Background: an optimization exercise with open tools, aiming at small area, a short achievable clock period and few clock cycles per item. Do not read the settings as production practice.
RTL that was checked went through simulation tests only; none was proved equivalent to the original.
The RTL of runs 1 and 2 was laid out without a check of its function.
Power figures rest on the tool's default switching activity, not on a simulated workload.

==> design.v <==
`timescale 1ns / 1ps
`default_nettype none
module rgb_to_hue_saturation_top (
    input  logic       i_clk,
    input  logic       i_rst_n,
    input  logic       i_valid,
    output logic       o_ready,
    input  logic [7:0] i_red,
    input  logic [7:0] i_green,
    input  logic [7:0] i_blue,
    output logic       o_valid,
    input  logic       i_ready,
    output logic [7:0] o_hue,
    output logic [7:0] o_saturation
);
    logic w_en;
    logic [9:0] r_vld;
    logic [0:0] w_c_rg_0;
    logic [0:0] w_c_rb_0;
    logic [0:0] w_c_gb_0;
    logic [7:0] r1_B;
    logic [7:0] r1_G;
    logic [7:0] r1_R;
    logic [0:0] r1_c_gb;
    logic [0:0] r1_c_rb;
    logic [0:0] r1_c_rg;
    logic [0:0] w_rmx_0;
    logic [0:0] w_gmx_0;
    logic [2:0] w_j_0;
    logic [7:0] w_vmx_0;
    logic [7:0] w_vmn_0;
    logic [7:0] w_vmd_0;
    logic [0:0] w_odd_0;
    logic [7:0] w_ra_0;
    logic [7:0] w_rb_0;
    logic [7:0] w_d_0;
    logic [7:0] w_rp_0;
    logic [0:0] w_nzd_0;
    logic [0:0] w_nzr_0;
    logic [7:0] w_mx_0;
    logic [7:0] r2_d;
    logic [2:0] r2_j;
    logic [7:0] r2_mx;
    logic [0:0] r2_nzd;
    logic [0:0] r2_nzr;
    logic [7:0] r2_rp;
    logic [2:0] w_cs_0;
    logic [2:0] w_ch_0;
    logic [0:0] w_hl1_0;
    logic [0:0] w_hl2_0;
    logic [0:0] w_hl3_0;
    logic [0:0] w_hl4_0;
    logic [0:0] w_hl5_0;
    logic [0:0] w_hl6_0;
    logic [8:0] w_hh9_0;
    logic [8:0] w_sh9_0;
    logic [9:0] w_hdf_0;
    logic [9:0] w_sdf_0;
    logic [0:0] w_hq7_0;
    logic [0:0] w_sq7_0;
    logic [7:0] w_hr7_0;
    logic [7:0] w_sr7_0;
    logic [8:0] w_hh9_1;
    logic [7:0] w_sr_0;
    logic [2:0] w_hm_0;
    logic [7:0] r3_d;
    logic [8:0] r3_hh9;
    logic [0:0] r3_hl1;
    logic [0:0] r3_hl2;
    logic [0:0] r3_hl3;
    logic [0:0] r3_hl4;
    logic [0:0] r3_hl5;
    logic [2:0] r3_hm;
    logic [2:0] r3_j;
    logic [7:0] r3_mx;
    logic [0:0] r3_sq7;
    logic [7:0] r3_sr;
    logic [8:0] w_sh9_1;
    logic [9:0] w_hdf_1;
    logic [9:0] w_sdf_1;
    logic [0:0] w_hq6_0;
    logic [0:0] w_sq6_0;
    logic [7:0] w_hr6_0;
    logic [7:0] w_sr6_0;
    logic [8:0] w_hh9_2;
    logic [7:0] w_sr_1;
    logic [3:0] w_hv6_0;
    logic [0:0] w_hb6_0;
    logic [2:0] w_hm_1;
    logic [7:0] r4_d;
    logic [8:0] r4_hh9;
    logic [0:0] r4_hl1;
    logic [0:0] r4_hl2;
    logic [0:0] r4_hl3;
    logic [0:0] r4_hl4;
    logic [2:0] r4_hm;
    logic [2:0] r4_j;
    logic [7:0] r4_mx;
    logic [0:0] r4_sq6;
    logic [0:0] r4_sq7;
    logic [7:0] r4_sr;
    logic [8:0] w_sh9_2;
    logic [9:0] w_hdf_2;
    logic [9:0] w_sdf_2;
    logic [0:0] w_hq5_0;
    logic [0:0] w_sq5_0;
    logic [7:0] w_hr5_0;
    logic [7:0] w_sr5_0;
    logic [8:0] w_hh9_3;
    logic [7:0] w_sr_2;
    logic [3:0] w_hv5_0;
    logic [0:0] w_hb5_0;
    logic [2:0] w_hm_2;
    logic [7:0] r5_d;
    logic [0:0] r5_hb5;
    logic [8:0] r5_hh9;
    logic [0:0] r5_hl1;
    logic [0:0] r5_hl2;
    logic [0:0] r5_hl3;
    logic [2:0] r5_hm;
    logic [2:0] r5_j;
    logic [7:0] r5_mx;
    logic [0:0] r5_sq5;
    logic [0:0] r5_sq6;
    logic [0:0] r5_sq7;
    logic [7:0] r5_sr;
    logic [8:0] w_sh9_3;
    logic [9:0] w_hdf_3;
    logic [9:0] w_sdf_3;
    logic [0:0] w_hq4_0;
    logic [0:0] w_sq4_0;
    logic [7:0] w_hr4_0;
    logic [7:0] w_sr4_0;
    logic [8:0] w_hh9_4;
    logic [7:0] w_sr_3;
    logic [3:0] w_hv4_0;
    logic [0:0] w_hb4_0;
    logic [2:0] w_hm_3;
    logic [7:0] r6_d;
    logic [0:0] r6_hb4;
    logic [0:0] r6_hb5;
    logic [8:0] r6_hh9;
    logic [0:0] r6_hl1;
    logic [0:0] r6_hl2;
    logic [2:0] r6_hm;
    logic [2:0] r6_j;
    logic [7:0] r6_mx;
    logic [0:0] r6_sq4;
    logic [0:0] r6_sq5;
    logic [0:0] r6_sq6;
    logic [0:0] r6_sq7;
    logic [7:0] r6_sr;
    logic [8:0] w_sh9_4;
    logic [9:0] w_hdf_4;
    logic [9:0] w_sdf_4;
    logic [0:0] w_hq3_0;
    logic [0:0] w_sq3_0;
    logic [7:0] w_hr3_0;
    logic [7:0] w_sr3_0;
    logic [8:0] w_hh9_5;
    logic [7:0] w_sr_4;
    logic [3:0] w_hv3_0;
    logic [0:0] w_hb3_0;
    logic [2:0] w_hm_4;
    logic [7:0] r7_d;
    logic [0:0] r7_hb3;
    logic [0:0] r7_hb4;
    logic [0:0] r7_hb5;
    logic [8:0] r7_hh9;
    logic [0:0] r7_hl1;
    logic [2:0] r7_hm;
    logic [2:0] r7_j;
    logic [7:0] r7_mx;
    logic [0:0] r7_sq3;
    logic [0:0] r7_sq4;
    logic [0:0] r7_sq5;
    logic [0:0] r7_sq6;
    logic [0:0] r7_sq7;
    logic [7:0] r7_sr;
    logic [8:0] w_sh9_5;
    logic [9:0] w_hdf_5;
    logic [9:0] w_sdf_5;
    logic [0:0] w_hq2_0;
    logic [0:0] w_sq2_0;
    logic [7:0] w_hr2_0;
    logic [7:0] w_sr2_0;
    logic [8:0] w_hh9_6;
    logic [7:0] w_sr_5;
    logic [3:0] w_hv2_0;
    logic [0:0] w_hb2_0;
    logic [2:0] w_hm_5;
    logic [7:0] r8_d;
    logic [0:0] r8_hb2;
    logic [0:0] r8_hb3;
    logic [0:0] r8_hb4;
    logic [0:0] r8_hb5;
    logic [8:0] r8_hh9;
    logic [2:0] r8_hm;
    logic [2:0] r8_j;
    logic [7:0] r8_mx;
    logic [0:0] r8_sq2;
    logic [0:0] r8_sq3;
    logic [0:0] r8_sq4;
    logic [0:0] r8_sq5;
    logic [0:0] r8_sq6;
    logic [0:0] r8_sq7;
    logic [7:0] r8_sr;
    logic [8:0] w_sh9_6;
    logic [9:0] w_hdf_6;
    logic [9:0] w_sdf_6;
    logic [0:0] w_hq1_0;
    logic [0:0] w_sq1_0;
    logic [7:0] w_hr1_0;
    logic [7:0] w_sr1_0;
    logic [8:0] w_hh9_7;
    logic [7:0] w_sr_6;
    logic [3:0] w_hv1_0;
    logic [0:0] w_hb1_0;
    logic [2:0] w_hm_6;
    logic [7:0] w_hB_0;
    logic [1:0] w_hmc_0;
    logic [7:0] r9_d;
    logic [7:0] r9_hB;
    logic [8:0] r9_hh9;
    logic [2:0] r9_hm;
    logic [1:0] r9_hmc;
    logic [7:0] r9_mx;
    logic [0:0] r9_sq1;
    logic [0:0] r9_sq2;
    logic [0:0] r9_sq3;
    logic [0:0] r9_sq4;
    logic [0:0] r9_sq5;
    logic [0:0] r9_sq6;
    logic [0:0] r9_sq7;
    logic [7:0] r9_sr;
    logic [8:0] w_sh9_7;
    logic [9:0] w_hdf_7;
    logic [9:0] w_sdf_7;
    logic [0:0] w_hq0_0;
    logic [0:0] w_sq0_0;
    logic [0:0] w_z_0;
    logic [0:0] w_hb0_0;
    logic [2:0] w_hm0_0;
    logic [2:0] w_hm1_0;
    logic [0:0] w_hc0_0;
    logic [7:0] w_hu0_0;
    logic [0:0] w_hc1_0;
    logic [7:0] w_hu1_0;
    logic [7:0] w_hue_0;
    logic [7:0] w_sat_0;
    logic [7:0] r10_hue;
    logic [7:0] r10_sat;
    assign w_en    = !r_vld[9] || i_ready;
    assign o_ready = w_en;
    assign w_c_rg_0 = i_red >= i_green;
    assign w_c_rb_0 = i_red >= i_blue;
    assign w_c_gb_0 = i_green >= i_blue;
    assign w_rmx_0 = r1_c_rg & r1_c_rb;
    assign w_gmx_0 = !r1_c_rg & r1_c_gb;
    assign w_j_0 = w_rmx_0 ? (r1_c_gb ? 3'd0 : 3'd5) : (w_gmx_0 ? (r1_c_rb ? 3'd1 : 3'd2) : (r1_c_rg ? 3'd4 : 3'd3));
    assign w_vmx_0 = w_rmx_0 ? r1_R : (w_gmx_0 ? r1_G : r1_B);
    assign w_vmn_0 = (!r1_c_rg & !r1_c_rb) ? r1_R : ((r1_c_rg & !r1_c_gb) ? r1_G : r1_B);
    assign w_vmd_0 = (r1_c_rg ^ r1_c_rb) ? r1_R : ((r1_c_rg ^ !r1_c_gb) ? r1_G : r1_B);
    assign w_odd_0 = w_rmx_0 ? !r1_c_gb : (w_gmx_0 ? r1_c_rb : !r1_c_rg);
    assign w_ra_0 = w_odd_0 ? w_vmx_0 : w_vmd_0;
    assign w_rb_0 = w_odd_0 ? w_vmd_0 : w_vmn_0;
    assign w_d_0 = w_vmx_0 - w_vmn_0;
    assign w_rp_0 = w_ra_0 - w_rb_0;
    assign w_nzd_0 = w_vmx_0[5:0] != w_vmn_0[5:0];
    assign w_nzr_0 = w_ra_0[5:0] != w_rb_0[5:0];
    assign w_mx_0 = w_vmx_0 | {7'b0, (w_vmx_0 == 8'd0)};
    assign w_cs_0 = 3'(r2_d[7:6]) + 3'(r2_nzd);
    assign w_ch_0 = 3'(r2_rp[7:6]) + 3'(r2_nzr);
    assign w_hl1_0 = r2_rp[0];
    assign w_hl2_0 = r2_rp[1] ^ (|r2_rp[0:0]);
    assign w_hl3_0 = r2_rp[2] ^ (|r2_rp[1:0]);
    assign w_hl4_0 = r2_rp[3] ^ (|r2_rp[2:0]);
    assign w_hl5_0 = r2_rp[4] ^ (|r2_rp[3:0]);
    assign w_hl6_0 = r2_rp[5] ^ (|r2_rp[4:0]);
    assign w_hh9_0 = {r2_rp, 1'b0} - 9'(w_ch_0);
    assign w_sh9_0 = {r2_d, 1'b0} - 9'(w_cs_0);
    assign w_hdf_0 = {1'b0, r2_rp, 1'b0} - {2'b0, r2_d} - 10'(w_ch_0);
    assign w_sdf_0 = {1'b0, r2_d, 1'b0} - {2'b0, r2_mx} - 10'(w_cs_0);
    assign w_hq7_0 = !w_hdf_0[9];
    assign w_sq7_0 = !w_sdf_0[9];
    assign w_hr7_0 = w_hdf_0[9] ? w_hh9_0[7:0] : w_hdf_0[7:0];
    assign w_sr7_0 = w_sdf_0[9] ? w_sh9_0[7:0] : w_sdf_0[7:0];
    assign w_hh9_1 = {w_hr7_0, w_hl6_0};
    assign w_sr_0 = w_sr7_0;
    assign w_hm_0 = {2'b0, w_hq7_0};
    assign w_sh9_1 = {r3_sr, (r3_d[5] ^ (|r3_d[4:0]))};
    assign w_hdf_1 = {1'b0, r3_hh9} - {2'b0, r3_d};
    assign w_sdf_1 = {1'b0, w_sh9_1} - {2'b0, r3_mx};
    assign w_hq6_0 = !w_hdf_1[9];
    assign w_sq6_0 = !w_sdf_1[9];
    assign w_hr6_0 = w_hdf_1[9] ? r3_hh9[7:0] : w_hdf_1[7:0];
    assign w_sr6_0 = w_sdf_1[9] ? w_sh9_1[7:0] : w_sdf_1[7:0];
    assign w_hh9_2 = {w_hr6_0, r3_hl5};
    assign w_sr_1 = w_sr6_0;
    assign w_hv6_0 = {r3_hm, w_hq6_0};
    assign w_hb6_0 = w_hv6_0 >= 4'd6;
    assign w_hm_1 = 3'(w_hb6_0 ? w_hv6_0 - 4'd6 : w_hv6_0);
    assign w_sh9_2 = {r4_sr, (r4_d[4] ^ (|r4_d[3:0]))};
    assign w_hdf_2 = {1'b0, r4_hh9} - {2'b0, r4_d};
    assign w_sdf_2 = {1'b0, w_sh9_2} - {2'b0, r4_mx};
    assign w_hq5_0 = !w_hdf_2[9];
    assign w_sq5_0 = !w_sdf_2[9];
    assign w_hr5_0 = w_hdf_2[9] ? r4_hh9[7:0] : w_hdf_2[7:0];
    assign w_sr5_0 = w_sdf_2[9] ? w_sh9_2[7:0] : w_sdf_2[7:0];
    assign w_hh9_3 = {w_hr5_0, r4_hl4};
    assign w_sr_2 = w_sr5_0;
    assign w_hv5_0 = {r4_hm, w_hq5_0};
    assign w_hb5_0 = w_hv5_0 >= 4'd6;
    assign w_hm_2 = 3'(w_hb5_0 ? w_hv5_0 - 4'd6 : w_hv5_0);
    assign w_sh9_3 = {r5_sr, (r5_d[3] ^ (|r5_d[2:0]))};
    assign w_hdf_3 = {1'b0, r5_hh9} - {2'b0, r5_d};
    assign w_sdf_3 = {1'b0, w_sh9_3} - {2'b0, r5_mx};
    assign w_hq4_0 = !w_hdf_3[9];
    assign w_sq4_0 = !w_sdf_3[9];
    assign w_hr4_0 = w_hdf_3[9] ? r5_hh9[7:0] : w_hdf_3[7:0];
    assign w_sr4_0 = w_sdf_3[9] ? w_sh9_3[7:0] : w_sdf_3[7:0];
    assign w_hh9_4 = {w_hr4_0, r5_hl3};
    assign w_sr_3 = w_sr4_0;
    assign w_hv4_0 = {r5_hm, w_hq4_0};
    assign w_hb4_0 = w_hv4_0 >= 4'd6;
    assign w_hm_3 = 3'(w_hb4_0 ? w_hv4_0 - 4'd6 : w_hv4_0);
    assign w_sh9_4 = {r6_sr, (r6_d[2] ^ (|r6_d[1:0]))};
    assign w_hdf_4 = {1'b0, r6_hh9} - {2'b0, r6_d};
    assign w_sdf_4 = {1'b0, w_sh9_4} - {2'b0, r6_mx};
    assign w_hq3_0 = !w_hdf_4[9];
    assign w_sq3_0 = !w_sdf_4[9];
    assign w_hr3_0 = w_hdf_4[9] ? r6_hh9[7:0] : w_hdf_4[7:0];
    assign w_sr3_0 = w_sdf_4[9] ? w_sh9_4[7:0] : w_sdf_4[7:0];
    assign w_hh9_5 = {w_hr3_0, r6_hl2};
    assign w_sr_4 = w_sr3_0;
    assign w_hv3_0 = {r6_hm, w_hq3_0};
    assign w_hb3_0 = w_hv3_0 >= 4'd6;
    assign w_hm_4 = 3'(w_hb3_0 ? w_hv3_0 - 4'd6 : w_hv3_0);
    assign w_sh9_5 = {r7_sr, (r7_d[1] ^ (|r7_d[0:0]))};
    assign w_hdf_5 = {1'b0, r7_hh9} - {2'b0, r7_d};
    assign w_sdf_5 = {1'b0, w_sh9_5} - {2'b0, r7_mx};
    assign w_hq2_0 = !w_hdf_5[9];
    assign w_sq2_0 = !w_sdf_5[9];
    assign w_hr2_0 = w_hdf_5[9] ? r7_hh9[7:0] : w_hdf_5[7:0];
    assign w_sr2_0 = w_sdf_5[9] ? w_sh9_5[7:0] : w_sdf_5[7:0];
    assign w_hh9_6 = {w_hr2_0, r7_hl1};
    assign w_sr_5 = w_sr2_0;
    assign w_hv2_0 = {r7_hm, w_hq2_0};
    assign w_hb2_0 = w_hv2_0 >= 4'd6;
    assign w_hm_5 = 3'(w_hb2_0 ? w_hv2_0 - 4'd6 : w_hv2_0);
    assign w_sh9_6 = {r8_sr, r8_d[0]};
    assign w_hdf_6 = {1'b0, r8_hh9} - {2'b0, r8_d};
    assign w_sdf_6 = {1'b0, w_sh9_6} - {2'b0, r8_mx};
    assign w_hq1_0 = !w_hdf_6[9];
    assign w_sq1_0 = !w_sdf_6[9];
    assign w_hr1_0 = w_hdf_6[9] ? r8_hh9[7:0] : w_hdf_6[7:0];
    assign w_sr1_0 = w_sdf_6[9] ? w_sh9_6[7:0] : w_sdf_6[7:0];
    assign w_hh9_7 = {w_hr1_0, 1'b0};
    assign w_sr_6 = w_sr1_0;
    assign w_hv1_0 = {r8_hm, w_hq1_0};
    assign w_hb1_0 = w_hv1_0 >= 4'd6;
    assign w_hm_6 = 3'(w_hb1_0 ? w_hv1_0 - 4'd6 : w_hv1_0);
    assign w_hB_0 = (r8_j == 3'd0 ? 8'd0 : r8_j == 3'd1 ? 8'd42 : r8_j == 3'd2 ? 8'd85 : r8_j == 3'd3 ? 8'd127 : r8_j == 3'd4 ? 8'd169 : 8'd212) + {2'b0, r8_hb5, r8_hb4, r8_hb3, r8_hb2, w_hb1_0, 1'b0};
    assign w_hmc_0 = (r8_j == 3'd1 || r8_j == 3'd4) ? 2'd2 : (r8_j == 3'd2 || r8_j == 3'd5) ? 2'd1 : 2'd0;
    assign w_sh9_7 = {r9_sr, 1'b0};
    assign w_hdf_7 = {1'b0, r9_hh9} - {2'b0, r9_d};
    assign w_sdf_7 = {1'b0, w_sh9_7} - {2'b0, r9_mx};
    assign w_hq0_0 = !w_hdf_7[9];
    assign w_sq0_0 = !w_sdf_7[9];
    assign w_z_0 = r9_d == 8'd0;
    assign w_hb0_0 = r9_hm >= 3'd3;
    assign w_hm0_0 = 3'(w_hb0_0 ? {r9_hm, 1'b0} - 4'd6 : {r9_hm, 1'b0});
    assign w_hm1_0 = w_hm0_0 + 3'd1;
    assign w_hc0_0 = r9_hmc == 2'd2 ? (w_hm0_0 >= 3'd1) : r9_hmc == 2'd1 ? (w_hm0_0 >= 3'd5) : (w_hm0_0 >= 3'd3);
    assign w_hu0_0 = r9_hB + 8'(w_hb0_0) + 8'(w_hc0_0);
    assign w_hc1_0 = r9_hmc == 2'd2 ? (w_hm1_0 >= 3'd1) : r9_hmc == 2'd1 ? (w_hm1_0 >= 3'd5) : (w_hm1_0 >= 3'd3);
    assign w_hu1_0 = r9_hB + 8'(w_hb0_0) + 8'(w_hc1_0);
    assign w_hue_0 = w_z_0 ? 8'd0 : (w_hq0_0 ? w_hu1_0 : w_hu0_0);
    assign w_sat_0 = {r9_sq7, r9_sq6, r9_sq5, r9_sq4, r9_sq3, r9_sq2, r9_sq1, w_sq0_0};
    always_ff @(posedge i_clk) begin
        if (!i_rst_n) begin
            r_vld <= '0;
        end else if (w_en) begin
            r_vld <= {r_vld[8:0], i_valid};
        end
    end
    always_ff @(posedge i_clk) begin
        if (w_en) begin
            r1_B <= i_blue;
            r1_G <= i_green;
            r1_R <= i_red;
            r1_c_gb <= w_c_gb_0;
            r1_c_rb <= w_c_rb_0;
            r1_c_rg <= w_c_rg_0;
            r2_d <= w_d_0;
            r2_j <= w_j_0;
            r2_mx <= w_mx_0;
            r2_nzd <= w_nzd_0;
            r2_nzr <= w_nzr_0;
            r2_rp <= w_rp_0;
            r3_d <= r2_d;
            r3_hh9 <= w_hh9_1;
            r3_hl1 <= w_hl1_0;
            r3_hl2 <= w_hl2_0;
            r3_hl3 <= w_hl3_0;
            r3_hl4 <= w_hl4_0;
            r3_hl5 <= w_hl5_0;
            r3_hm <= w_hm_0;
            r3_j <= r2_j;
            r3_mx <= r2_mx;
            r3_sq7 <= w_sq7_0;
            r3_sr <= w_sr_0;
            r4_d <= r3_d;
            r4_hh9 <= w_hh9_2;
            r4_hl1 <= r3_hl1;
            r4_hl2 <= r3_hl2;
            r4_hl3 <= r3_hl3;
            r4_hl4 <= r3_hl4;
            r4_hm <= w_hm_1;
            r4_j <= r3_j;
            r4_mx <= r3_mx;
            r4_sq6 <= w_sq6_0;
            r4_sq7 <= r3_sq7;
            r4_sr <= w_sr_1;
            r5_d <= r4_d;
            r5_hb5 <= w_hb5_0;
            r5_hh9 <= w_hh9_3;
            r5_hl1 <= r4_hl1;
            r5_hl2 <= r4_hl2;
            r5_hl3 <= r4_hl3;
            r5_hm <= w_hm_2;
            r5_j <= r4_j;
            r5_mx <= r4_mx;
            r5_sq5 <= w_sq5_0;
            r5_sq6 <= r4_sq6;
            r5_sq7 <= r4_sq7;
            r5_sr <= w_sr_2;
            r6_d <= r5_d;
            r6_hb4 <= w_hb4_0;
            r6_hb5 <= r5_hb5;
            r6_hh9 <= w_hh9_4;
            r6_hl1 <= r5_hl1;
            r6_hl2 <= r5_hl2;
            r6_hm <= w_hm_3;
            r6_j <= r5_j;
            r6_mx <= r5_mx;
            r6_sq4 <= w_sq4_0;
            r6_sq5 <= r5_sq5;
            r6_sq6 <= r5_sq6;
            r6_sq7 <= r5_sq7;
            r6_sr <= w_sr_3;
            r7_d <= r6_d;
            r7_hb3 <= w_hb3_0;
            r7_hb4 <= r6_hb4;
            r7_hb5 <= r6_hb5;
            r7_hh9 <= w_hh9_5;
            r7_hl1 <= r6_hl1;
            r7_hm <= w_hm_4;
            r7_j <= r6_j;
            r7_mx <= r6_mx;
            r7_sq3 <= w_sq3_0;
            r7_sq4 <= r6_sq4;
            r7_sq5 <= r6_sq5;
            r7_sq6 <= r6_sq6;
            r7_sq7 <= r6_sq7;
            r7_sr <= w_sr_4;
            r8_d <= r7_d;
            r8_hb2 <= w_hb2_0;
            r8_hb3 <= r7_hb3;
            r8_hb4 <= r7_hb4;
            r8_hb5 <= r7_hb5;
            r8_hh9 <= w_hh9_6;
            r8_hm <= w_hm_5;
            r8_j <= r7_j;
            r8_mx <= r7_mx;
            r8_sq2 <= w_sq2_0;
            r8_sq3 <= r7_sq3;
            r8_sq4 <= r7_sq4;
            r8_sq5 <= r7_sq5;
            r8_sq6 <= r7_sq6;
            r8_sq7 <= r7_sq7;
            r8_sr <= w_sr_5;
            r9_d <= r8_d;
            r9_hB <= w_hB_0;
            r9_hh9 <= w_hh9_7;
            r9_hm <= w_hm_6;
            r9_hmc <= w_hmc_0;
            r9_mx <= r8_mx;
            r9_sq1 <= w_sq1_0;
            r9_sq2 <= r8_sq2;
            r9_sq3 <= r8_sq3;
            r9_sq4 <= r8_sq4;
            r9_sq5 <= r8_sq5;
            r9_sq6 <= r8_sq6;
            r9_sq7 <= r8_sq7;
            r9_sr <= w_sr_6;
            r10_hue <= w_hue_0;
            r10_sat <= w_sat_0;
        end
    end
    assign o_valid      = r_vld[9];
    assign o_hue        = r10_hue;
    assign o_saturation = r10_sat;
endmodule
`default_nettype wire
==> run.sh <==
#!/bin/bash
# synth_recipe.tcl (not shown) runs the flow's synth.tcl, then flattens the netlist and writes it again
# the make line also repeats each setting of config.mk as NAME=value (left out here)
make -C /OpenROAD-flow-scripts/flow DESIGN_CONFIG=/design/flow/config.mk WORK_HOME=/design/flow/orfs CLKGATE_MAP_FILE= SYNTH_SCRIPT=/design/flow/synth_recipe.tcl finish
==> config.mk <==
export PLATFORM = sky130hd
export DESIGN_NAME = rgb_to_hue_saturation_top
export DESIGN_NICKNAME = rgb_to_hue_saturation_top
export VERILOG_FILES = /design/flow/design.v
export SDC_FILE = /design/flow/constraint.sdc
export NUM_CORES = 4
export LEC_CHECK = 0
export ABC_CLOCK_PERIOD_IN_PS = 2750
export CAP_MARGIN = 20
export CORE_MARGIN = 2
export CORE_UTILIZATION = 40
export CTS_BUF_LIST = sky130_fd_sc_hd__clkbuf_4 sky130_fd_sc_hd__clkbuf_8
export SETUP_SLACK_MARGIN = 2.75
export SLEW_MARGIN = 20
==> constraint.sdc <==
create_clock -name core_clock -period 5.5 [get_ports {i_clk}]
set_input_delay 1.1000 -clock core_clock [delete_from_list [all_inputs] [get_ports {i_clk}]]
set_output_delay 1.1000 -clock core_clock [all_outputs]
set_load 0.01 [all_outputs]
==> results.txt, run 1 <==
Compound-Gate Fraction of Synth Area=0.103; detailed placer's ending HPWL=about 26,000 um; # port buffers=45; Avg Inst Size Synth=~12 um^2; Die X=approximately 240 um; total global routing overflow=0; layout overhead on the synthesized area=20.2%; first-pass GRT wire length=roughly 67,000 um; cts bufs inserted=71; clock root cell=clkbuf_8; leading area contributor after synthesis=edfxtp_1; Worst EP required=5.87 ns; final-stage net count=2,283; pin count of the biggest net entering global routing=148; Worst-path clk slew=0.06 ns; CP max stage delay=between 0.4 and 0.5 ns; vias in the first global route=around 14,000; CP arrival=approximately 3.5 ns; Total GRT Usage=0.144; routability cong.=between 0.8 and 0.9; Critical Path Source Type=flip-flop; Power Density=708 nW/um^2; Routed WL=between 40,000 and 50,000 um; Min Hold Slack=0.404 ns; CTS tree=done; Die Height=about 240 um; share of the synthesized area in the top cell type=0.538; Mapped Cells=1,812; Vias=about 14,000; full die area=slightly below 60,000 um^2; final setup TNS=0 ns; Setup Skew=between 0.015 and 0.02 ns; post-synthesis net count=~2,100; ANT nets after route=0; critical path fanouts, max=4; CP Cell Sequence=ha_4 -> o21a_1 -> o31ai_4 -> a31oi_4 -> nor2_4 -> a311o_1 -> a21o_1 -> ha_2 -> inv_2 -> fa_2 -> inv_2 -> a21oi_2 -> o21bai_2 -> buf_4 -> buf_6 -> xor2_1; fillers=approximately 4,800; largest family of logic cells by synthesized area=adder cells; LEAKAGE=11.0 nW; mux cell area share after synthesis=0.0580; Clock Latency Late Sink=around 0.63 ns; Slew Viols, Final=0; Routed WL per cell=14.3 um; CTS H-Tree Depth=3; Max Root-Sink Buffers=3; cell family with the largest share of critical-path delay=compound AO/OA/AOI/OAI gates; async set-reset flop share out of synthesis=0; Rel. slew slack=0.498; DRT Pass-1 Iters=5; clk sinks=between 400 and 500; post-synthesis sequential area ratio=0.547; synth cell count leaders=edfxtp_1, inv_1, ha_1; Slew @ Worst Pin=between 0.7 and 0.8 ns; DRC viols=0; DR vias/cell=between 4 and 5; RSZ-0062 raised after global routing=true; crit path max-delay cell type=edfxtp_1; final core utilization=0.487; most used cell, CP=inv_2; Max Cap Violations=0; row cnt=86; Post-synth EDFFs=401; count leader, synth=edfxtp_1; outcome=complete, no violations; main area contributors after synthesis=edfxtp_1, ha_1, inv_1; FMAX=approximately 0.33 GHz; layout cells sized above 1=0.219; Ys Warns=1; hold crit path type=flip-flop to flip-flop; count of final setup violators=0; Core Region=about 55,000 um^2; Synth cell types=66; Initial DRC Count=539; mapped cell area=around 22,000 um^2; VDD IR-drop max=~260 uV; Seq cells post-synth=~410; Final Hold Fails=0; final period utilization=0.559; Top FF cell, synth=edfxtp_1; Synth Area in XOR/XNOR=0.0360; Simple-Gate Fraction of Synth Area=0.0773; Initial Util=0.405; I/O pins=46; Synth Area in Adders=0.135; fin crit period=3.08 ns; initial antenna violation count=1; buffers and inverters on the worst path=4; Critical Path End Type=flip-flop; WS Path Type=flip-flop to flip-flop
## per-layer routing
layer	vias to the layer above	wire (um)	track usage
met5	-	0	0
met1	6554	16000	0.152
met4	0	1250	0.0651
li1	7005	-	-
met3	103	1520	0.0295
met2	210	21700	0.272
## cells in the final DEF, fill, tap and decap left out, drive strengths merged, types with 16 or more instances in the layout
| master | instances |
|---|---|
| mux2i | 61 |
| a21boi | 16 |
| o21ai | 90 |
| a21o | 18 |
| nor2 | 139 |
| nor3 | 48 |
| nand2b | 18 |
| edfxtp | 401 |
| xnor2 | 68 |
| xor2 | 24 |
| buf | 112 |
| o21a | 33 |
| mux2 | 56 |
| clkdlybuf4s50 | 43 |
| o21bai | 20 |
| fa | 21 |
| inv | 233 |
| clkinv | 25 |
| clkbuf | 93 |
| ha | 207 |
| nor2b | 45 |
| a21oi | 112 |
| nand2 | 65 |
## worst reg2reg max path: cells and delay by family, from the launching register on
family	cells	cell delay, ns
adders and majority gates	3	0.70
DFF	1	0.43
xor gates and xnor gates	1	0.13
buffers and inverters	4	0.33
AOI/OAI and AO/OA	7	1.17
and+or+nand+nor	1	0.05
## worst paths after layout
kind | depth (start not counted) | startpoint | endpoint | slack [ns]
setup reg to reg | 16 | r8_hh9[2] | r9_hB[5] | 2.42
hold / removal | 0 | r6_sq7 | r7_sq7 | 0.40
hold reg to reg | 0 | r6_sq7 | r7_sq7 | 0.40
setup / recovery | 16 | r8_hh9[2] | r9_hB[5] | 2.42
## where the power goes
part / internal (mW) / switching [mW]
Combinational: 5.25 / 5.00
Sequential: 5.43 / 0.703
Clock: 1.46 / 1.21
Total: 12.1 / 6.91
## metrics by stage
stage	setup slack, ns	cell area (um^2)	power, mW	cells
2_1_floorplan	2.35	22600	12.9	1812
5_1_grt	2.31	26900	20.7	2825
3_3_place_gp	1.51	23900	14.4	2590
6_report	2.42	26900	19.0	2825
3_5_place_dp	1.48	23900	14.7	2590
4_1_cts	2.37	26300	18.5	2780
## cells by family after synthesis
group	after synthesis
AOI/OAI and AO/OA	357
xor gates and xnor gates	92
adders and majority gates	229
buffers and inverters	248
DFF	411
muxes	117
and+or+nand+nor	358
## state kept, by name, summed over array words and instances (netlist names), 9 cells and up
register,cells
r_vld,10
r6_hh9,9
r8_hh9,9
r3_hh9,9
r5_hh9,9
r7_hh9,9
r4_hh9,9
## final cells by class
cell class / count / area, um^2 / area share
timing repair inverter: 3 / 48.8 / 0.00181
multi-input combinational: 1155 / 10100 / 0.374
clock buffer: 93 / 1150 / 0.0427
antenna: 1 / 2.50 / 0.0000930
sequential: 411 / 12200 / 0.455
timing repair buffer: 155 / 1370 / 0.0510
clock inverter: 29 / 200 / 0.00744
tap: 748 / 936 / 0.0348
inverter: 230 / 900 / 0.0334
## timing repair
action / CTS / global route
gates resized for setup: 115 / 74
buffers inserted: 63 / 44
hold buffers: 0 / 0
endpoints found under the hold margin: 0 / 0
pin swaps: 55 / 71
cloned: 5 / 0
endpoints found under the setup margin: 61 / 69
==> inputs of run 2 (changes only) <==
--- a/config.mk
+++ b/config.mk
@@ -5,10 +5,11 @@
 export SDC_FILE = /design/flow/constraint.sdc
 export NUM_CORES = 4
 export LEC_CHECK = 0
-export ABC_CLOCK_PERIOD_IN_PS = 2750
 export CAP_MARGIN = 20
 export CORE_MARGIN = 2
 export CORE_UTILIZATION = 40
 export CTS_BUF_LIST = sky130_fd_sc_hd__clkbuf_4 sky130_fd_sc_hd__clkbuf_8
-export SETUP_SLACK_MARGIN = 2.75
+export CTS_CLUSTER_DIAMETER = 80
+export CTS_CLUSTER_SIZE = 20
+export SETUP_SLACK_MARGIN = 2.6
 export SLEW_MARGIN = 20
==> results.txt, run 2 <==
outcome=complete, no violations; critical path fanouts, max=3 (-1); Initial DRC Count=646 (+20%); share of the synthesized area in the top cell type=0.538 (unchanged); Synth cell types=66 (unchanged); Top reg by flops=r_vld; cts bufs inserted=28 (-61%); Slew @ Worst Pin=0.922 ns (+0.170 ns); Max Cap Violations=0 (unchanged); vias in the first global route=13,700 (-4.5%); pin count of the biggest net entering global routing=139 (-6.1%); FMAX=0.309 GHz (-4.9%); LEAKAGE=10.5 nW (-4.9%); CP arrival=3.66 ns (+0.21 ns); initial antenna violation count=0 (-1); Slew Viols, Final=0 (unchanged); max FFs per register=10 (unchanged); Total GRT Usage=0.132 (-0.0113); Ys Warns=1 (unchanged); Critical Path Source Type=flip-flop; final setup TNS=0 ns (unchanged); # port buffers=45 (unchanged); commonest non-fill, non-tap cell in the layout=edfxtp_1; detailed placer's ending HPWL=26,100 um (-0.26%); Setup Skew=0.0328 ns (+0.0174 ns); CP max stage delay=0.41 ns (-0.02 ns); Final Hold Fails=0 (unchanged); synth cell count leaders=edfxtp_1, inv_1, ha_1; Die Height=240 um (unchanged); Core Region=55,200 um^2 (unchanged); ANT nets after route=0 (unchanged); DR vias/cell=4.96 (+1.1%); buffers and inverters on the worst path=2 (-2); Worst EP required=5.93 ns (+0.06 ns); Die X=240 um (unchanged); crit path max-delay cell type=edfxtp_1; Seq cells post-synth=411 (unchanged); Initial Util=0.405 (unchanged); Top FF cell, synth=edfxtp_1; DP Worst Slack=1.56 ns (+0.0770 ns); main area contributors after synthesis=edfxtp_1, ha_1, inv_1; CP Cell Sequence=ha_1 -> nor2b_4 -> o31ai_4 -> a31oi_2 -> nor2_1 -> a311o_1 -> a21o_1 -> ha_2 -> inv_2 -> fa_2 -> inv_2 -> a21oi_2 -> o21bai_2 -> a21oi_2 -> o21ai_1 -> o21ai_1; WS Path Type=flip-flop to flip-flop; Mapped Cells=1,812 (unchanged); count leader, synth=edfxtp_1; first-pass GRT wire length=63,300 um (-5.5%); final-stage net count=2,214 (-3.0%); Routed WL per cell=14.0 um (-2.0%); cell family with the largest share of critical-path delay=compound AO/OA/AOI/OAI gates; Routed WL=38,300 um (-5.4%); hold crit path type=flip-flop to flip-flop; Max Root-Sink Buffers=3 (unchanged); VDD IR-drop max=252 uV (-1.8%); count of final setup violators=0 (unchanged); post-synthesis sequential area ratio=0.547 (unchanged); most frequent cells in the layout=edfxtp_1, inv_1, ha_1; Post-synth EDFFs=401 (unchanged); fin crit period=3.23 ns (+0.157 ns); row cnt=86 (unchanged); routability cong.=0.829 (+2.6%); CTS tree=done; worst setup margin=2.27 ns (-0.157 ns); clock root cell=clkbuf_8; CTS H-Tree Depth=1 (-2); layout cells sized above 1=0.168 (-0.0503); Rel. slew slack=0.382 (-0.116); Power Density=675 nW/um^2 (-4.6%); clk sinks=411 (unchanged); Critical Path End Type=flip-flop; mapped cell area=22,400 um^2 (unchanged); DRT Pass-1 Iters=5 (unchanged); post-synthesis net count=2,068 (unchanged); leading area contributor after synthesis=edfxtp_1; Avg Inst Size Synth=12.3 um^2 (unchanged); full die area=57,800 um^2 (unchanged); Vias=13,500 (-2.5%); DRC viols=0 (unchanged); total global routing overflow=0 (unchanged); layout overhead on the synthesized area=15.2%; RSZ-0062 raised after global routing=true; Clock Latency Late Sink=0.67 ns (+0.04 ns); Antenna diodes=0 (-1); total power=17.4 mW (-8.6%); I/O pins=46 (unchanged); async set-reset flop share out of synthesis=0 (unchanged); Worst-path clk slew=0.11 ns (+0.05 ns); final period utilization=0.588 (+0.0286)
run 2: path summary, 6_finish.rpt:
| path | startpoint | end | slack, ns | depth (start not counted) |
|---|---|---|---|---|
| worst min-delay path | r4_hl4 | r5_hh9[0] | 0.41 | 0 |
| worst min register to register | r4_hl4 | r5_hh9[0] | 0.41 | 0 |
| worst max register to register | r8_hh9[1] | r9_hB[7] | 2.27 | 16 |
| worst max-delay path | r8_hh9[1] | r9_hB[7] | 2.27 | 16 |
run 2: power breakdown:
group | total [mW] | internal (mW) | switching, mW
Combinational | 9.65 | 4.88 | 4.77
Clock | 1.63 | 0.629 | 1.01
Sequential | 6.12 | 5.41 | 0.703
run 2: stage by stage:
stage	util	area (um^2)	hold slack, ns	std cells
3_3_place_gp	0.431	23800	0.403	2591
2_1_floorplan	-	22500	0.400	1812
3_5_place_dp	0.431	23800	0.405	2591
4_1_cts	0.455	25100	0.404	2685
6_report	0.467	25800	0.414	2725
5_1_grt	0.467	25800	0.415	2725
run 2: cell families (layout without fill, tap and decap cells):
| kind of cell | Yosys count | in the layout | synth area share |
|---|---|---|---|
| buf+inv | 248 | 411 | 0.0432 |
| fa+ha+maj | 229 | 229 | 0.135 |
| compound gates | 357 | 358 | 0.103 |
| simple gates | 358 | 359 | 0.0773 |
| mux | 117 | 117 | 0.0580 |
| xor+xnor | 92 | 92 | 0.0360 |
| flops | 411 | 411 | 0.547 |
run 2: timing repair:
action / in CTS / in global routing
setup buffers: 42 / 39
cloned: 3 / 1
gates resized for setup: 89 / 72
hold buffers: 0 / 0
pin swaps: 36 / 60
endpoints found under the setup margin: 53 / 42
run 2: metal layers:
layer | part of all wire | global-route usage | vias up
met5 | 0 | 0 | -
met4 | 0.042 | 0.0542 | 0
met3 | 0.030 | 0.0202 | 90
met2 | 0.53 | 0.255 | 183
met1 | 0.40 | 0.143 | 6413
li1 | - | - | 6836
run 2: cell type report:
cell class | count | area, um^2
Multi-Input combinational cell | 1155 | 9900
Fill cell | 4870 | 29400
Clock inverter | 17 | 186
Timing Repair Buffer | 130 | 1180
Sequential cell | 411 | 12200
Clock buffer | 32 | 415
Tap cell | 748 | 936
Inverter | 230 | 892
Timing Repair inverter | 2 | 32.5
==> inputs of run 3 (changes only) <==
--- a/design.v
+++ b/design.v
@@ -84,8 +84,8 @@
     logic [7:0] w_sr6_0;
     logic [8:0] w_hh9_2;
     logic [7:0] w_sr_1;
-    logic [3:0] w_hv6_0;
     logic [0:0] w_hb6_0;
+    logic [1:0] w_ha6_0;
     logic [2:0] w_hm_1;
     logic [7:0] r4_d;
     logic [8:0] r4_hh9;
@@ -108,8 +108,8 @@
     logic [7:0] w_sr5_0;
     logic [8:0] w_hh9_3;
     logic [7:0] w_sr_2;
-    logic [3:0] w_hv5_0;
     logic [0:0] w_hb5_0;
+    logic [1:0] w_ha5_0;
     logic [2:0] w_hm_2;
     logic [7:0] r5_d;
     logic [0:0] r5_hb5;
@@ -133,8 +133,8 @@
     logic [7:0] w_sr4_0;
     logic [8:0] w_hh9_4;
     logic [7:0] w_sr_3;
-    logic [3:0] w_hv4_0;
     logic [0:0] w_hb4_0;
+    logic [1:0] w_ha4_0;
     logic [2:0] w_hm_3;
     logic [7:0] r6_d;
     logic [0:0] r6_hb4;
@@ -159,8 +159,8 @@
     logic [7:0] w_sr3_0;
     logic [8:0] w_hh9_5;
     logic [7:0] w_sr_4;
-    logic [3:0] w_hv3_0;
     logic [0:0] w_hb3_0;
+    logic [1:0] w_ha3_0;
     logic [2:0] w_hm_4;
     logic [7:0] r7_d;
     logic [0:0] r7_hb3;
@@ -186,8 +186,8 @@
     logic [7:0] w_sr2_0;
     logic [8:0] w_hh9_6;
     logic [7:0] w_sr_5;
-    logic [3:0] w_hv2_0;
     logic [0:0] w_hb2_0;
+    logic [1:0] w_ha2_0;
     logic [2:0] w_hm_5;
     logic [7:0] r8_d;
     logic [0:0] r8_hb2;
@@ -214,8 +214,8 @@
     logic [7:0] w_sr1_0;
     logic [8:0] w_hh9_7;
     logic [7:0] w_sr_6;
-    logic [3:0] w_hv1_0;
     logic [0:0] w_hb1_0;
+    logic [1:0] w_ha1_0;
     logic [2:0] w_hm_6;
     logic [7:0] w_hB_0;
     logic [1:0] w_hmc_0;
@@ -297,9 +297,9 @@
     assign w_sr6_0 = w_sdf_1[9] ? w_sh9_1[7:0] : w_sdf_1[7:0];
     assign w_hh9_2 = {w_hr6_0, r3_hl5};
     assign w_sr_1 = w_sr6_0;
-    assign w_hv6_0 = {r3_hm, w_hq6_0};
-    assign w_hb6_0 = w_hv6_0 >= 4'd6;
-    assign w_hm_1 = 3'(w_hb6_0 ? w_hv6_0 - 4'd6 : w_hv6_0);
+    assign w_hb6_0 = r3_hm >= 3'd3;
+    assign w_ha6_0 = 2'(w_hb6_0 ? r3_hm - 3'd3 : r3_hm);
+    assign w_hm_1 = {w_ha6_0, w_hq6_0};
     assign w_sh9_2 = {r4_sr, (r4_d[4] ^ (|r4_d[3:0]))};
     assign w_hdf_2 = {1'b0, r4_hh9} - {2'b0, r4_d};
     assign w_sdf_2 = {1'b0, w_sh9_2} - {2'b0, r4_mx};
@@ -309,9 +309,9 @@
     assign w_sr5_0 = w_sdf_2[9] ? w_sh9_2[7:0] : w_sdf_2[7:0];
     assign w_hh9_3 = {w_hr5_0, r4_hl4};
     assign w_sr_2 = w_sr5_0;
-    assign w_hv5_0 = {r4_hm, w_hq5_0};
-    assign w_hb5_0 = w_hv5_0 >= 4'd6;
-    assign w_hm_2 = 3'(w_hb5_0 ? w_hv5_0 - 4'd6 : w_hv5_0);
+    assign w_hb5_0 = r4_hm >= 3'd3;
+    assign w_ha5_0 = 2'(w_hb5_0 ? r4_hm - 3'd3 : r4_hm);
+    assign w_hm_2 = {w_ha5_0, w_hq5_0};
     assign w_sh9_3 = {r5_sr, (r5_d[3] ^ (|r5_d[2:0]))};
     assign w_hdf_3 = {1'b0, r5_hh9} - {2'b0, r5_d};
     assign w_sdf_3 = {1'b0, w_sh9_3} - {2'b0, r5_mx};
@@ -321,9 +321,9 @@
     assign w_sr4_0 = w_sdf_3[9] ? w_sh9_3[7:0] : w_sdf_3[7:0];
     assign w_hh9_4 = {w_hr4_0, r5_hl3};
     assign w_sr_3 = w_sr4_0;
-    assign w_hv4_0 = {r5_hm, w_hq4_0};
-    assign w_hb4_0 = w_hv4_0 >= 4'd6;
-    assign w_hm_3 = 3'(w_hb4_0 ? w_hv4_0 - 4'd6 : w_hv4_0);
+    assign w_hb4_0 = r5_hm >= 3'd3;
+    assign w_ha4_0 = 2'(w_hb4_0 ? r5_hm - 3'd3 : r5_hm);
+    assign w_hm_3 = {w_ha4_0, w_hq4_0};
     assign w_sh9_4 = {r6_sr, (r6_d[2] ^ (|r6_d[1:0]))};
     assign w_hdf_4 = {1'b0, r6_hh9} - {2'b0, r6_d};
     assign w_sdf_4 = {1'b0, w_sh9_4} - {2'b0, r6_mx};
@@ -333,9 +333,9 @@
     assign w_sr3_0 = w_sdf_4[9] ? w_sh9_4[7:0] : w_sdf_4[7:0];
     assign w_hh9_5 = {w_hr3_0, r6_hl2};
     assign w_sr_4 = w_sr3_0;
-    assign w_hv3_0 = {r6_hm, w_hq3_0};
-    assign w_hb3_0 = w_hv3_0 >= 4'd6;
-    assign w_hm_4 = 3'(w_hb3_0 ? w_hv3_0 - 4'd6 : w_hv3_0);
+    assign w_hb3_0 = r6_hm >= 3'd3;
+    assign w_ha3_0 = 2'(w_hb3_0 ? r6_hm - 3'd3 : r6_hm);
+    assign w_hm_4 = {w_ha3_0, w_hq3_0};
     assign w_sh9_5 = {r7_sr, (r7_d[1] ^ (|r7_d[0:0]))};
     assign w_hdf_5 = {1'b0, r7_hh9} - {2'b0, r7_d};
     assign w_sdf_5 = {1'b0, w_sh9_5} - {2'b0, r7_mx};
@@ -345,9 +345,9 @@
     assign w_sr2_0 = w_sdf_5[9] ? w_sh9_5[7:0] : w_sdf_5[7:0];
     assign w_hh9_6 = {w_hr2_0, r7_hl1};
     assign w_sr_5 = w_sr2_0;
-    assign w_hv2_0 = {r7_hm, w_hq2_0};
-    assign w_hb2_0 = w_hv2_0 >= 4'd6;
-    assign w_hm_5 = 3'(w_hb2_0 ? w_hv2_0 - 4'd6 : w_hv2_0);
+    assign w_hb2_0 = r7_hm >= 3'd3;
+    assign w_ha2_0 = 2'(w_hb2_0 ? r7_hm - 3'd3 : r7_hm);
+    assign w_hm_5 = {w_ha2_0, w_hq2_0};
     assign w_sh9_6 = {r8_sr, r8_d[0]};
     assign w_hdf_6 = {1'b0, r8_hh9} - {2'b0, r8_d};
     assign w_sdf_6 = {1'b0, w_sh9_6} - {2'b0, r8_mx};
@@ -357,9 +357,9 @@
     assign w_sr1_0 = w_sdf_6[9] ? w_sh9_6[7:0] : w_sdf_6[7:0];
     assign w_hh9_7 = {w_hr1_0, 1'b0};
     assign w_sr_6 = w_sr1_0;
-    assign w_hv1_0 = {r8_hm, w_hq1_0};
-    assign w_hb1_0 = w_hv1_0 >= 4'd6;
-    assign w_hm_6 = 3'(w_hb1_0 ? w_hv1_0 - 4'd6 : w_hv1_0);
+    assign w_hb1_0 = r8_hm >= 3'd3;
+    assign w_ha1_0 = 2'(w_hb1_0 ? r8_hm - 3'd3 : r8_hm);
+    assign w_hm_6 = {w_ha1_0, w_hq1_0};
     assign w_hB_0 = (r8_j == 3'd0 ? 8'd0 : r8_j == 3'd1 ? 8'd42 : r8_j == 3'd2 ? 8'd85 : r8_j == 3'd3 ? 8'd127 : r8_j == 3'd4 ? 8'd169 : 8'd212) + {2'b0, r8_hb5, r8_hb4, r8_hb3, r8_hb2, w_hb1_0, 1'b0};
     assign w_hmc_0 = (r8_j == 3'd1 || r8_j == 3'd4) ? 2'd2 : (r8_j == 3'd2 || r8_j == 3'd5) ? 2'd1 : 2'd0;
     assign w_sh9_7 = {r9_sr, 1'b0};
--- a/config.mk
+++ b/config.mk
@@ -5,11 +5,10 @@
 export SDC_FILE = /design/flow/constraint.sdc
 export NUM_CORES = 4
 export LEC_CHECK = 0
+export ABC_CLOCK_PERIOD_IN_PS = 3000
 export CAP_MARGIN = 20
 export CORE_MARGIN = 2
 export CORE_UTILIZATION = 40
 export CTS_BUF_LIST = sky130_fd_sc_hd__clkbuf_4 sky130_fd_sc_hd__clkbuf_8
-export CTS_CLUSTER_DIAMETER = 80
-export CTS_CLUSTER_SIZE = 20
-export SETUP_SLACK_MARGIN = 2.6
+export SETUP_SLACK_MARGIN = 2.5
 export SLEW_MARGIN = 20
==> results.txt, run 3 <==
row cnt=87 (+1.2%); layout overhead on the synthesized area=16.6%; mapped cell area=22,700 um^2 (+1.5%); Initial DRC Count=565 (-13%); hold crit path type=flip-flop to flip-flop; most frequent cells in the layout=edfxtp_1, inv_1, ha_1; critical path fanouts, max=5 (+2); final-stage net count=2,334 (+5.4%); Top FF cell, synth=edfxtp_1; detailed placer's ending HPWL=27,100 um (+3.7%); Post-synth EDFFs=401 (unchanged); outcome=complete, no violations; async set-reset flop share out of synthesis=0 (unchanged); Vias=14,200 (+5.4%); CTS tree=done; layout cells sized above 1=0.142 (-0.0268); DRC viols=0 (unchanged); initial antenna violation count=0 (unchanged); routability cong.=0.852 (+2.8%); Mapped Cells=1,923 (+6.1%); Ys Warns=1 (unchanged); Critical Path End Type=flip-flop; Clock Latency Late Sink=0.64 ns (-0.03 ns); Die X=242 um (+0.71%); final setup TNS=0 ns (unchanged); DP Worst Slack=1.36 ns (-0.203 ns); Setup Skew=0.0367 ns (+0.00388 ns); pin count of the biggest net entering global routing=158 (+14%); Total GRT Usage=0.136 (+0.00336); Critical Path Source Type=flip-flop; DRT Pass-1 Iters=5 (unchanged); ANT nets after route=0 (unchanged); I/O pins=46 (unchanged); Die Height=242 um (+0.71%); total global routing overflow=0 (unchanged); Slew @ Worst Pin=0.927 ns (+0.00473 ns); leading area contributor after synthesis=edfxtp_1; Max Cap Violations=0 (unchanged); Rel. slew slack=0.382 (-0.000449); final period utilization=0.551 (-0.0367); RSZ-0062 raised after global routing=true; Seq cells post-synth=411 (unchanged); Avg Inst Size Synth=11.8 um^2 (-4.4%); LEAKAGE=11.1 nW (+5.5%); post-route cell area=26,500 um^2 (+2.7%); Slew Viols, Final=0 (unchanged); Worst EP required=5.88 ns (-0.05 ns); worst setup margin=2.47 ns (+0.202 ns); clk sinks=411 (unchanged); WS Path Type=flip-flop to flip-flop; full die area=58,700 um^2 (+1.4%); Final Hold Fails=0 (unchanged); VDD IR-drop max=324 uV (+29%); fillers=5,037 (+3.4%); first-pass GRT wire length=66,200 um (+4.6%); share of the synthesized area in the top cell type=0.531 (-0.00771); count leader, synth=edfxtp_1; Max Root-Sink Buffers=3 (unchanged); commonest non-fill, non-tap cell in the layout=edfxtp_1; Core Region=56,300 um^2 (+2.0%); synth cell count leaders=edfxtp_1, inv_1, ha_1; max FFs per register=10 (unchanged); multi-input logic area=9840 um^2 (-0.59%); count of final setup violators=0 (unchanged); Routed WL per cell=13.9 um (-1.1%); non-filler cells, final=2,888 (+6.0%); clock root cell=clkbuf_8; # port buffers=45 (unchanged); DR vias/cell=4.93 (-0.59%); CP arrival=3.41 ns (-0.25 ns); post-synthesis sequential area ratio=0.539 (-0.00784); Top reg by flops=r_vld; Power Density=690 nW/um^2 (+2.2%); post-synthesis net count=2,179 (+5.4%); post-placement cell area=24,100 um^2 (+1.4%); vias in the first global route=14,500 (+5.4%); CTS H-Tree Depth=3 (+2); Routed WL=40,100 um (+4.8%); FMAX=0.330 GHz (+6.6%); number of instances in the placed design=2,706 (+4.4%); main area contributors after synthesis=edfxtp_1, ha_1, inv_1; Worst-path clk slew=0.05 ns (-0.06 ns); Initial Util=0.403 (-0.00198); Synth cell types=65 (-1.5%); FF/Latch Area=12,200 um^2 (unchanged); Antenna diodes=0 (unchanged); fin crit period=3.03 ns (-0.202 ns); cts bufs inserted=74 (+160%)
## run 3: cell count changes after synthesis, sizes merged, moves of 11 or more
cell	previous run	this run
a211oi	9	20
a21boi	16	34
a21oi	112	88
a311oi	0	11
inv	229	263
mux2i	61	72
nand2	64	155
nor2	139	118
o21a	33	10
o21bai	20	7
## run 3: cell type report
cell class / count / share of cell area
Timing Repair inverter: 3 / 0.00184
Inverter: 264 / 0.0386
Multi-Input combinational cell: 1227 / 0.372
Timing Repair Buffer: 97 / 0.0346
Clock inverter: 31 / 0.00926
Clock buffer: 99 / 0.0458
Tap cell: 756 / 0.0357
Sequential cell: 411 / 0.462
## run 3: timing repair
| item | CTS | global route |
|---|---|---|
| pin swaps | 13 | 26 |
| cloned | 4 | 0 |
| resized for setup | 51 | 60 |
| setup buffers | 26 | 22 |
| hold buffers | 0 | 0 |
| setup endpoints to repair | 34 | 37 |
## run 3: path summary, 6_finish.rpt
path | from | end | slack, ns | cells past startpoint
setup / recovery | r1_c_rg | r2_rp[6] | 2.47 | 16
setup reg to reg | r1_c_rg | r2_rp[6] | 2.47 | 16
hold reg to reg | r5_sq6 | r6_sq6 | 0.40 | 0
hold / removal | r5_sq6 | r6_sq6 | 0.40 | 0
## run 3: routing by layer
| metal | vias to the layer above | part of all wire | track usage |
|---|---|---|---|
| met4 | 0 | 0.037 | 0.0677 |
| met1 | 6689 | 0.40 | 0.142 |
| met5 | - | 0 | 0 |
| met2 | 246 | 0.53 | 0.258 |
| met3 | 87 | 0.035 | 0.0264 |
| li1 | 7224 | - | - |
## run 3: cell families (layout without fill, tap and decap cells)
kind of cell / count (synthesis) / count (layout) / share of synthesized area
buffers and inverters: 286 / 494 / 0.0476
adder cells (fa/ha/maj): 228 / 228 / 0.132
XOR/XNOR: 80 / 80 / 0.0309
AND/OR/NAND/NOR: 454 / 455 / 0.0937
AO/OA/AOI/OAI: 340 / 340 / 0.0983
flip-flops: 411 / 411 / 0.539
multiplexers: 124 / 124 / 0.0579
## run 3: per-stage QoR
step / total power [mW] / utilization / hold slack [ns]
2_1_floorplan: 12.8 / - / 0.400
3_3_place_gp: 14.4 / 0.428 / 0.402
3_5_place_dp: 14.7 / 0.428 / 0.405
4_1_cts: 18.0 / 0.462 / 0.391
5_1_grt: 19.9 / 0.470 / 0.405
6_report: 18.3 / 0.470 / 0.396
## run 3: worst max-delay path: stages, from the launching register on
cell and delay (ns):
edfxtp_1 0.41, buf_6 0.13, inv_6 0.04, ha_4 0.18, buf_6 0.12, a21oi_4 0.14
o21ai_4 0.10, nand2_4 0.11, mux2_4 0.33, ha_4 0.17, fa_2 0.39, nor2b_1 0.12
o21ai_1 0.08, nand2b_1 0.10, a21o_1 0.16, a21oi_2 0.07, xnor2_1 0.11
## run 3: power breakdown
part	internal (mW)	switching, mW	leakage [nW]
combinational	4.51	4.81	6.02
sequential	5.43	0.718	4.30
clock	1.58	1.22	0.761
total	11.5	6.74	11.1
Testbench counts of run 3, summed over its fixed seeds: cycles 16,080, items 16,000.
==> inputs of run 4 (changes only) <==
--- a/config.mk
+++ b/config.mk
@@ -10,5 +10,7 @@
 export CORE_MARGIN = 2
 export CORE_UTILIZATION = 40
 export CTS_BUF_LIST = sky130_fd_sc_hd__clkbuf_4 sky130_fd_sc_hd__clkbuf_8
+export CTS_CLUSTER_DIAMETER = 80
+export CTS_CLUSTER_SIZE = 20
 export SETUP_SLACK_MARGIN = 2.5
 export SLEW_MARGIN = 20
==> results.txt, run 4 <==
LEAKAGE=10.6 nW (-4.7%); most frequent cells in the layout=edfxtp_1, inv_1, ha_1; Slew @ Worst Pin=0.940 ns (+0.0127 ns); WS Path Type=input port to primary output; worst setup margin=2.55 ns (+0.0846 ns); layout overhead on the synthesized area=12.2%; Seq cells post-synth=411 (unchanged); Hold Buf Count CTS=0 (unchanged); critical path depth=5 (-11); Comb pwr share=0.549 (+0.039); post-synthesis net count=2,179 (unchanged); Routed WL=38,600 um (-3.7%); Hold Path Stages=0 (unchanged); main area contributors after synthesis=edfxtp_1, ha_1, inv_1; pin count of the biggest net entering global routing=158 (unchanged); reg2reg end=r3_sr[1]; FMAX=0.339 GHz (+2.9%); Routed WL per cell=13.8 um (-0.67%); Die Height=242 um (unchanged); multi-input logic area=9780 um^2 (-0.61%); Mapped Cells=1,923 (unchanged); detailed placer's ending HPWL=27,100 um (unchanged); critical path fanouts, max=8 (+3); count of final setup violators=0 (unchanged); Avg Inst Size Synth=11.8 um^2 (unchanged); vias in the first global route=13,800 (-4.6%); cts bufs inserted=27 (-64%); crit path max-delay cell type=dlygate4sd2_1; fin crit period=2.95 ns (-0.0846 ns); Max Cap Violations=0 (unchanged); Total GRT Usage=0.129 (-0.00700); CP Cell Sequence=dlygate4sd2_1 -> nor2b_4 -> buf_12 -> clkinv_16 -> buf_8; post-route cell area=25,500 um^2 (-3.8%); Post-synth EDFFs=401 (unchanged); Worst-path clk slew=0.11 ns (+0.06 ns); async set-reset flop share out of synthesis=0 (unchanged); Critical Path Source Type=input port; Setup Skew=0.0384 ns (+0.00169 ns); max FFs per register=10 (unchanged); synth cell count leaders=edfxtp_1, inv_1, ha_1; Reg2Reg Setup Slack=2.55 ns (+0.08 ns); Power Density=669 nW/um^2 (-3.0%); mapped cell area=22,700 um^2 (unchanged); Psw=6.49 mW (-3.8%); Clock Latency Late Sink=0.65 ns (about the same); Final Hold Fails=0 (unchanged); CP arrival=1.85 ns (-1.56 ns); clock root cell=clkbuf_8; layout cells sized above 1=0.106 (-0.0354); commonest non-fill, non-tap cell in the layout=edfxtp_1; hold crit path type=flip-flop to flip-flop; Synth cell types=65 (unchanged); Initial DRC Count=563 (-0.35%); CTS H-Tree Depth=1 (-2); final-stage net count=2,286 (-2.1%); Min Hold Slack=0.422 ns (+0.0254 ns); min-delay src=r5_sq6; VDD IR-drop max=265 uV (-18%); count leader, synth=edfxtp_1; Die X=242 um (unchanged); total global routing overflow=0 (unchanged); DP Worst Slack=1.36 ns (unchanged); routability cong.=0.852 (unchanged); number of instances in the placed design=2,706 (unchanged); RSZ-0062 raised after global routing=true; R2R depth=10 (-6); share of the synthesized area in the top cell type=0.531 (unchanged); DRT Pass-1 Iters=5 (unchanged); outcome=complete, no violations; Core Region=56,300 um^2 (unchanged); fillers=5,099 (+1.2%); DRC viols=0 (unchanged); Hold Path End=r6_sq6; post-placement cell area=24,100 um^2 (unchanged); final setup TNS=0 ns (unchanged); final core utilization=0.452 (-0.0179); Antenna diodes=0 (unchanged); CTS tree=done; leading area contributor after synthesis=edfxtp_1; design internal power=10.6 mW (-8.4%); Worst EP required=4.40 ns (-1.48 ns); Top FF cell, synth=edfxtp_1; I/O pins=46 (unchanged); initial antenna violation count=0 (unchanged); Critical Path End Type=primary output; Top reg by flops=r_vld; clk sinks=411 (unchanged); Slew Viols, Final=0 (unchanged); Ys Warns=1 (unchanged); CP max stage delay=0.25 ns (-0.16 ns); sequential share of power=0.360 (+0.023); DR vias/cell=4.97 (+0.79%); final period utilization=0.536 (-0.0154); Rel. slew slack=0.374 (-0.00844); switch share=0.381 (+0.0115); FF/Latch Area=12,200 um^2 (unchanged); # port buffers=45 (unchanged); Initial Util=0.403 (unchanged); Clk pwr share=0.091 (-0.062); Vias=13,900 (-2.3%); full die area=58,700 um^2 (unchanged); ANT nets after route=0 (unchanged); cell family with the largest share of critical-path delay=buffers and inverters; non-filler cells, final=2,799 (-3.1%); FF-to-FF Start=r2_d[6]; first-pass GRT wire length=63,800 um (-3.6%); Max Root-Sink Buffers=3 (unchanged); buffers and inverters on the worst path=4 (+1); row cnt=87 (unchanged); post-synthesis sequential area ratio=0.539 (unchanged); total power=17.0 mW (-6.7%)
[run 4: cell counts after synthesis]
Identical to the previous run, type by type.
[run 4: cell families (layout without fill, tap and decap cells)]
family                     Yosys count  count (layout)  synth area share
and+or+nand+nor                    454             455            0.0937
DFF                                411             411             0.539
AOI/OAI and AO/OA                  340             340            0.0983
buffers and inverters              286             405            0.0476
adders and majority gates          228             228             0.132
muxes                              124             124            0.0579
xor gates and xnor gates            80              80            0.0309
[run 4: worst reg2reg max path, cell delays in order, from the launching register on]
cell	delay, ns
edfxtp_1	0.47
ha_4	0.21
ha_4	0.16
inv_2	0.06
fa_1	0.45
ha_4	0.25
a21oi_4	0.18
o21ai_2	0.08
a31o_4	0.24
a31oi_4	0.28
mux2_4	0.33
[run 4: area by class of cell]
type                    instances  area share
clock inverters                13     0.00595
flip-flops and latches        411       0.481
clock buffers                  29      0.0152
well taps                     756      0.0371
repair inverters                3     0.00192
repair buffers                 96      0.0351
inverters                     264      0.0399
multi-input cells            1227       0.384
[run 4: what timing repair did]
item,CTS,global route
cloned,4,0
setup endpoints to repair,35,38
setup buffers,21,26
pin swaps,16,22
gates resized for setup,44,40
endpoints found under the hold margin,0,0
[run 4: layer usage]
layer  up-vias  GRT usage  part of all wire
li1       7085          -                 -
met3        70     0.0161             0.029
met5         -          0                 0
met1      6565      0.143              0.41
met2       196      0.249              0.53
met4         0     0.0496             0.033
[run 4: worst max-delay path by stage]
stage	from	end	slack, ns
2_1_floorplan	i_ready	o_ready	2.35
3_3_place_gp	i_ready	o_ready	1.37
3_5_place_dp	i_ready	o_ready	1.36
4_1_cts	r2_d[6]	r3_sr[1]	2.50
5_1_grt	r9_d[4]	r10_hue[4]	2.45
6_report	i_ready	o_ready	2.55
[run 4: power groups by stage]
stage | logic (mW) | clock network [mW] | registers [mW]
floorplan | 6.86 | 0 | 5.96
global placement | 8.19 | 0 | 6.17
detailed placement | 8.50 | 0 | 6.22
CTS | 8.93 | 1.64 | 6.13
global route | 10.5 | 1.74 | 6.30
finish | 9.36 | 1.56 | 6.13
==> inputs of run 5 (changes only) <==
--- a/config.mk
+++ b/config.mk
@@ -5,7 +5,7 @@
 export SDC_FILE = /design/flow/constraint.sdc
 export NUM_CORES = 4
 export LEC_CHECK = 0
-export ABC_CLOCK_PERIOD_IN_PS = 3000
+export ABC_CLOCK_PERIOD_IN_PS = 3600
 export CAP_MARGIN = 20
 export CORE_MARGIN = 2
 export CORE_UTILIZATION = 40
==> results.txt, run 5 <==
vias in the first global route=13,800 (unchanged); DR vias/cell=4.97 (unchanged); Hold Path Stages=0 (unchanged); reg2reg end=r3_sr[1]; post-synthesis sequential area ratio=0.539 (unchanged); Reg2Reg Setup Slack=2.55 ns (about the same); WS Path Type=input port to primary output; routability cong.=0.852 (unchanged); CTS H-Tree Depth=1 (unchanged); final setup TNS=0 ns (unchanged); hold crit path type=flip-flop to flip-flop; LEAKAGE=10.6 nW (unchanged); R2R depth=10 (unchanged); I/O pins=46 (unchanged); initial antenna violation count=0 (unchanged); Clock Latency Late Sink=0.65 ns (about the same); pin count of the biggest net entering global routing=158 (unchanged); main area contributors after synthesis=edfxtp_1, ha_1, inv_1; row cnt=87 (unchanged); layout cells sized above 1=0.106 (unchanged); Power Density=669 nW/um^2 (unchanged); Die Height=242 um (unchanged); most frequent cells in the layout=edfxtp_1, inv_1, ha_1; Total GRT Usage=0.129 (unchanged); clock root cell=clkbuf_8; Hold Buf Count CTS=0 (unchanged); Max Cap Violations=0 (unchanged); Worst EP required=4.40 ns (about the same); Top FF cell, synth=edfxtp_1; CP arrival=1.85 ns (about the same); FF/Latch Area=12,200 um^2 (unchanged); layout overhead on the synthesized area=12.2% (unchanged); detailed placer's ending HPWL=27,100 um (unchanged); Final Hold Fails=0 (unchanged); DRT Pass-1 Iters=5 (unchanged); Synth cell types=65 (unchanged); FF-to-FF Start=r2_d[6]; post-synthesis net count=2,179 (unchanged); async set-reset flop share out of synthesis=0 (unchanged); Setup Skew=0.0384 ns (unchanged); Rel. slew slack=0.374 (unchanged); Antenna diodes=0 (unchanged); Ys Warns=1 (unchanged); Hold Path End=r6_sq6; Seq cells post-synth=411 (unchanged); count of final setup violators=0 (unchanged); Routed WL per cell=13.8 um (unchanged); commonest non-fill, non-tap cell in the layout=edfxtp_1; final-stage net count=2,286 (unchanged); leading area contributor after synthesis=edfxtp_1; full die area=58,700 um^2 (unchanged); first-pass GRT wire length=63,800 um (unchanged); min-delay src=r5_sq6; outcome=complete, no violations; Initial Util=0.403 (unchanged); synth cell count leaders=edfxtp_1, inv_1, ha_1; Die X=242 um (unchanged); total global routing overflow=0 (unchanged); CTS tree=done; mapped cell area=22,700 um^2 (unchanged); Routed WL=38,600 um (unchanged); max FFs per register=10 (unchanged); Critical Path Source Type=input port; FMAX=0.339 GHz (unchanged); clk sinks=411 (unchanged); cts bufs inserted=27 (unchanged); Critical Path End Type=primary output; Slew Viols, Final=0 (unchanged); Initial DRC Count=563 (unchanged); fillers=5,099 (unchanged); Worst-path clk slew=0.11 ns (about the same); ANT nets after route=0 (unchanged); Slew @ Worst Pin=0.940 ns (unchanged); critical path fanouts, max=8 (unchanged); count leader, synth=edfxtp_1; share of the synthesized area in the top cell type=0.531 (unchanged); fin crit period=2.95 ns (unchanged); Core Region=56,300 um^2 (unchanged); final period utilization=0.536 (unchanged); Avg Inst Size Synth=11.8 um^2 (unchanged); multi-input logic area=9780 um^2 (unchanged); final core utilization=0.452 (unchanged); Post-synth EDFFs=401 (unchanged); Mapped Cells=1,923 (unchanged); # port buffers=45 (unchanged); Vias=13,900 (unchanged); RSZ-0062 raised after global routing=true; VDD IR-drop max=265 uV (unchanged); Max Root-Sink Buffers=3 (unchanged); Top reg by flops=r_vld; DRC viols=0 (unchanged)
run 5: cell counts after synthesis:
Identical to the previous run, type by type.
run 5: layout make-up:
class	count	share of cell area
Inverter	264	0.0399
Clock inverter	13	0.00595
Sequential cell	411	0.481
Clock buffer	29	0.0152
Timing Repair inverter	3	0.00192
Timing Repair Buffer	96	0.0351
Tap cell	756	0.0371
Multi-Input combinational cell	1227	0.384
run 5: logic make-up after synthesis:
group                      Yosys count  synth area share
and+or+nand+nor                    454            0.0937
buffers and inverters              286            0.0476
DFF                                411             0.539
adders and majority gates          228             0.132
muxes                              124            0.0579
AOI/OAI and AO/OA                  340            0.0983
xor gates and xnor gates            80            0.0309
run 5: through the flow:
stage	instance area [um^2]	worst slack, ns	std cells	hold WS, ns	total power [mW]
after CTS	25000	2.50	2773	0.425	16.7
after global placement	24100	1.37	2706	0.402	14.4
after floorplan	22800	2.35	1923	0.400	12.8
final	25500	2.55	2799	0.422	17.0
after global routing	25500	2.45	2799	0.430	18.6
after detailed placement	24100	1.36	2706	0.405	14.7
run 5: critical path, stage by stage:
cell and delay [ns]:
dlygate4sd2_1 0.25, nor2b_4 0.13, buf_12 0.14, clkinv_16 0.07, buf_8 0.14
run 5: where the power goes:
group / switching (mW) / leakage (nW) / internal, mW / total (mW)
Sequential: 0.720 / 4.30 / 5.41 / 6.13
Clock: 0.974 / 0.252 / 0.583 / 1.56
Combinational: 4.79 / 6.01 / 4.56 / 9.36
run 5: repair_timing:
action,in CTS,in global routing
pin swaps,16,22
buffers inserted,21,26
gates cloned,4,0
endpoints found under the setup margin,35,38
gates resized for setup,44,40
run 5: worst max-delay path by stage:
stage,depth (start not counted),start,endpoint,slack (ns)
after floorplan,2,i_ready,o_ready,2.35
after global placement,4,i_ready,o_ready,1.37
after detailed placement,4,i_ready,o_ready,1.36
after CTS,10,r2_d[6],r3_sr[1],2.50
after global routing,14,r9_d[4],r10_hue[4],2.45
final,5,i_ready,o_ready,2.55
run 5: per-layer routing:
layer | track usage | wire length [um] | up-vias
li1 | - | - | 7085
met1 | 0.143 | 15900 | 6565
met2 | 0.249 | 20300 | 196
met3 | 0.0161 | 1130 | 70
met4 | 0.0496 | 1270 | 0
met5 | 0 | 0 | -

Check on run 5: ideal ports give 2.552 ns setup slack; a clkbuf_16 on the clock port and buf_2 on the inputs give 2.533 ns; moving port delays by the midpoint clock arrival (0.687 ns) as well gives 2.384 ns.
